Context: an optimization exercise on an open-source flow, tuned for small area, a short achievable clock period and few clock cycles per item. The choices shown serve that exercise and are no tape-out recipe.
In this exercise RTL edits were held to simulation tests only and were not proved equivalent to the original.
Power is estimated from default activity; no workload was simulated.

beta:
// dadda_mul
module dadda_mul
(
    input  logic        clk,
    input  logic        rst_n,
    input  logic        in_valid,
    input  logic        mode,
    input  logic [15:0] a,
    input  logic [15:0] b,
    output logic        out_valid,
    output logic [15:0] hi,
    output logic [15:0] lo
);
export LEC_CHECK = 0
export ABC_AREA = 1
export CAP_MARGIN = 20
export CORE_MARGIN = 2
export CORE_UTILIZATION = 60
export CTS_CLUSTER_DIAMETER = 150
export CTS_CLUSTER_SIZE = 30
export SETUP_SLACK_MARGIN = 2.1
export SLEW_MARGIN = 20
export SYNTH_HIERARCHICAL = 1
export SYNTH_MINIMUM_KEEP_SIZE = 0
create_clock -name core_clock -period 4.0 [get_ports {clk}]
standard.sh (not shown) runs the stock make flow with config.mk's settings and CLKGATE_MAP_FILE= SYNTH_SCRIPT=/design/flow/synth_recipe.tcl, a recipe that flattens the netlist after the stock synthesis.
==> flow/flow/run.sh <==
#!/bin/bash
# Standard ORFS layout, except that the port buffers are plain buf_1 cells
# (the default choice is a slow delay-buffer cell).
set -euo pipefail
bash standard.sh BUFFER_PORTS_ARGS="-buffer_cell sky130_fd_sc_hd__buf_1" finish > standard.log 2>&1
Testbench counts of beta, summed over its fixed seeds: cycles 16,024, items 16,000.
### beta -> epsilon
Settings: changing CORE_UTILIZATION from 60 to 55.
### Flow results
For via count, beta and epsilon come out practically identical. Cmp epsilon and beta / number of cells in the design after placement / lower: beta. registers as the group drawing the most power was reported by epsilon, and combinational cells by beta. beta → epsilon: clock latency at the later pin of the worst-skew pair held steady; routed length on met2 held steady; die width grew by 4.3%. Status: sequential portion of the cell area parity (epsilon, beta).

---

## job 8342
dadda_mul, a different RTL version from the one above (not shown whole).
For scale: ~260 flip-flops, ~69 I/O pins.
Settings: LEC_CHECK=0, ABC_AREA=1, CAP_MARGIN=20, CORE_MARGIN=2, CORE_UTILIZATION=40, CTS_CLUSTER_DIAMETER=150, CTS_CLUSTER_SIZE=30, SETUP_SLACK_MARGIN=2.05, SLEW_MARGIN=20, SYNTH_HIERARCHICAL=1, SYNTH_MINIMUM_KEEP_SIZE=0; clock period 4.0 ns.
Scripts as last shown in full above: flow/flow/run.sh
Testbench counts of job 8342, summed over its fixed seeds: cycles 16,024, items 16,000.
[inputs] job 1605 vs job 8342
# job 8342
export LEC_CHECK = 0
export ABC_AREA = 1
export CAP_MARGIN = 20
export CORE_MARGIN = 2
export CORE_UTILIZATION = 40
export CTS_CLUSTER_DIAMETER = 150
export CTS_CLUSTER_SIZE = 30
export SETUP_SLACK_MARGIN = 2.05
export SLEW_MARGIN = 20
export SYNTH_HIERARCHICAL = 1
export SYNTH_MINIMUM_KEEP_SIZE = 0
create_clock -name core_clock -period 4.0 [get_ports {clk}]
# job 1605
export LEC_CHECK = 0
export ABC_AREA = 1
export CAP_MARGIN = 20
export CORE_MARGIN = 2
export CORE_UTILIZATION = 40
export CTS_CLUSTER_DIAMETER = 150
export CTS_CLUSTER_SIZE = 30
export SETUP_SLACK_MARGIN = 2.1
export SLEW_MARGIN = 20
export SYNTH_HIERARCHICAL = 1
export SYNTH_MINIMUM_KEEP_SIZE = 0
create_clock -name core_clock -period 4.0 [get_ports {clk}]
==> flow/run.sh (new file) <==
#!/bin/bash
# synth_recipe.tcl (not shown) runs the flow's synth.tcl, then flattens the netlist and writes it again
# the make line also repeats each setting of config.mk as NAME=value (left out here)
make -C /OpenROAD-flow-scripts/flow DESIGN_CONFIG=/design/flow/config.mk WORK_HOME=/design/flow/orfs CLKGATE_MAP_FILE= SYNTH_SCRIPT=/design/flow/synth_recipe.tcl finish
removed: flow/flow/run.sh
removed: flow/standard.sh
==> summary.txt <==
- Clock skew, job 8342 and job 1605: higher on job 8342
- Job 1605 against job 8342: share of power burned in the clock network fell by 0.4 points, final critical delay including setup and external delays fell by 0.041 ns.
- Between job 8342 and job 1605, the number of cells after detailed placement does not differ in any meaningful way.
- Between job 1605 and job 8342, it is job 1605 whose global-route track usage on met3 is lower, by 0.47 points.
- Job 8342 -> job 1605: final cell count flat
- Post-synthesis cell count essentially unchanged between job 8342 and job 1605.
- The path category of the worst min-delay check comes out flip-flop to flip-flop in one run and input port to asynchronous set/reset pin in the other, namely in job 1605 and job 8342 respectively.
- In the tables for job 8342 and job 1605, met3 wire length reads higher with job 8342.
- Comparing the two runs side by side, job 1605 comes out ahead of job 8342 on smallest hold slack.
- Post-layout worst setup margin: job 1605 vs job 8342 up 0.041 ns

==> separate check: timing with driven ports <==
No port has a modelled driver above. Below, the same layouts with a new extraction and two added sets of constraints.
Step 1, drivers: a clkbuf_16 drives clk and a buf_2 each remaining input, both assumed.
Step 2, shift: input delay + t, output delay - t, t = (earliest + latest rising clock arrival at the registers) / 2. This alone moves slack from input paths to output paths.
Three values: no drivers, after step 1, after step 2; two values: the first two.
run | shift t [ns] | setup slack, ns | worst data-port slew with drivers (ns) | cell pins on the clock port's net
beta | 0.522 | 2.040 / 2.040 / 2.040 | 0.05 | 1
epsilon | 0.524 | 2.056 / 2.056 / 2.056 | 0.04 | 1
job 8342 | 0.536 | 2.030 / 2.030 / 2.030 | 0.05 | 1
job 1605 | 0.532 | 2.071 / 2.071 / 2.071 | 0.04 | 1
After both steps setup and hold are still met in every run listed.
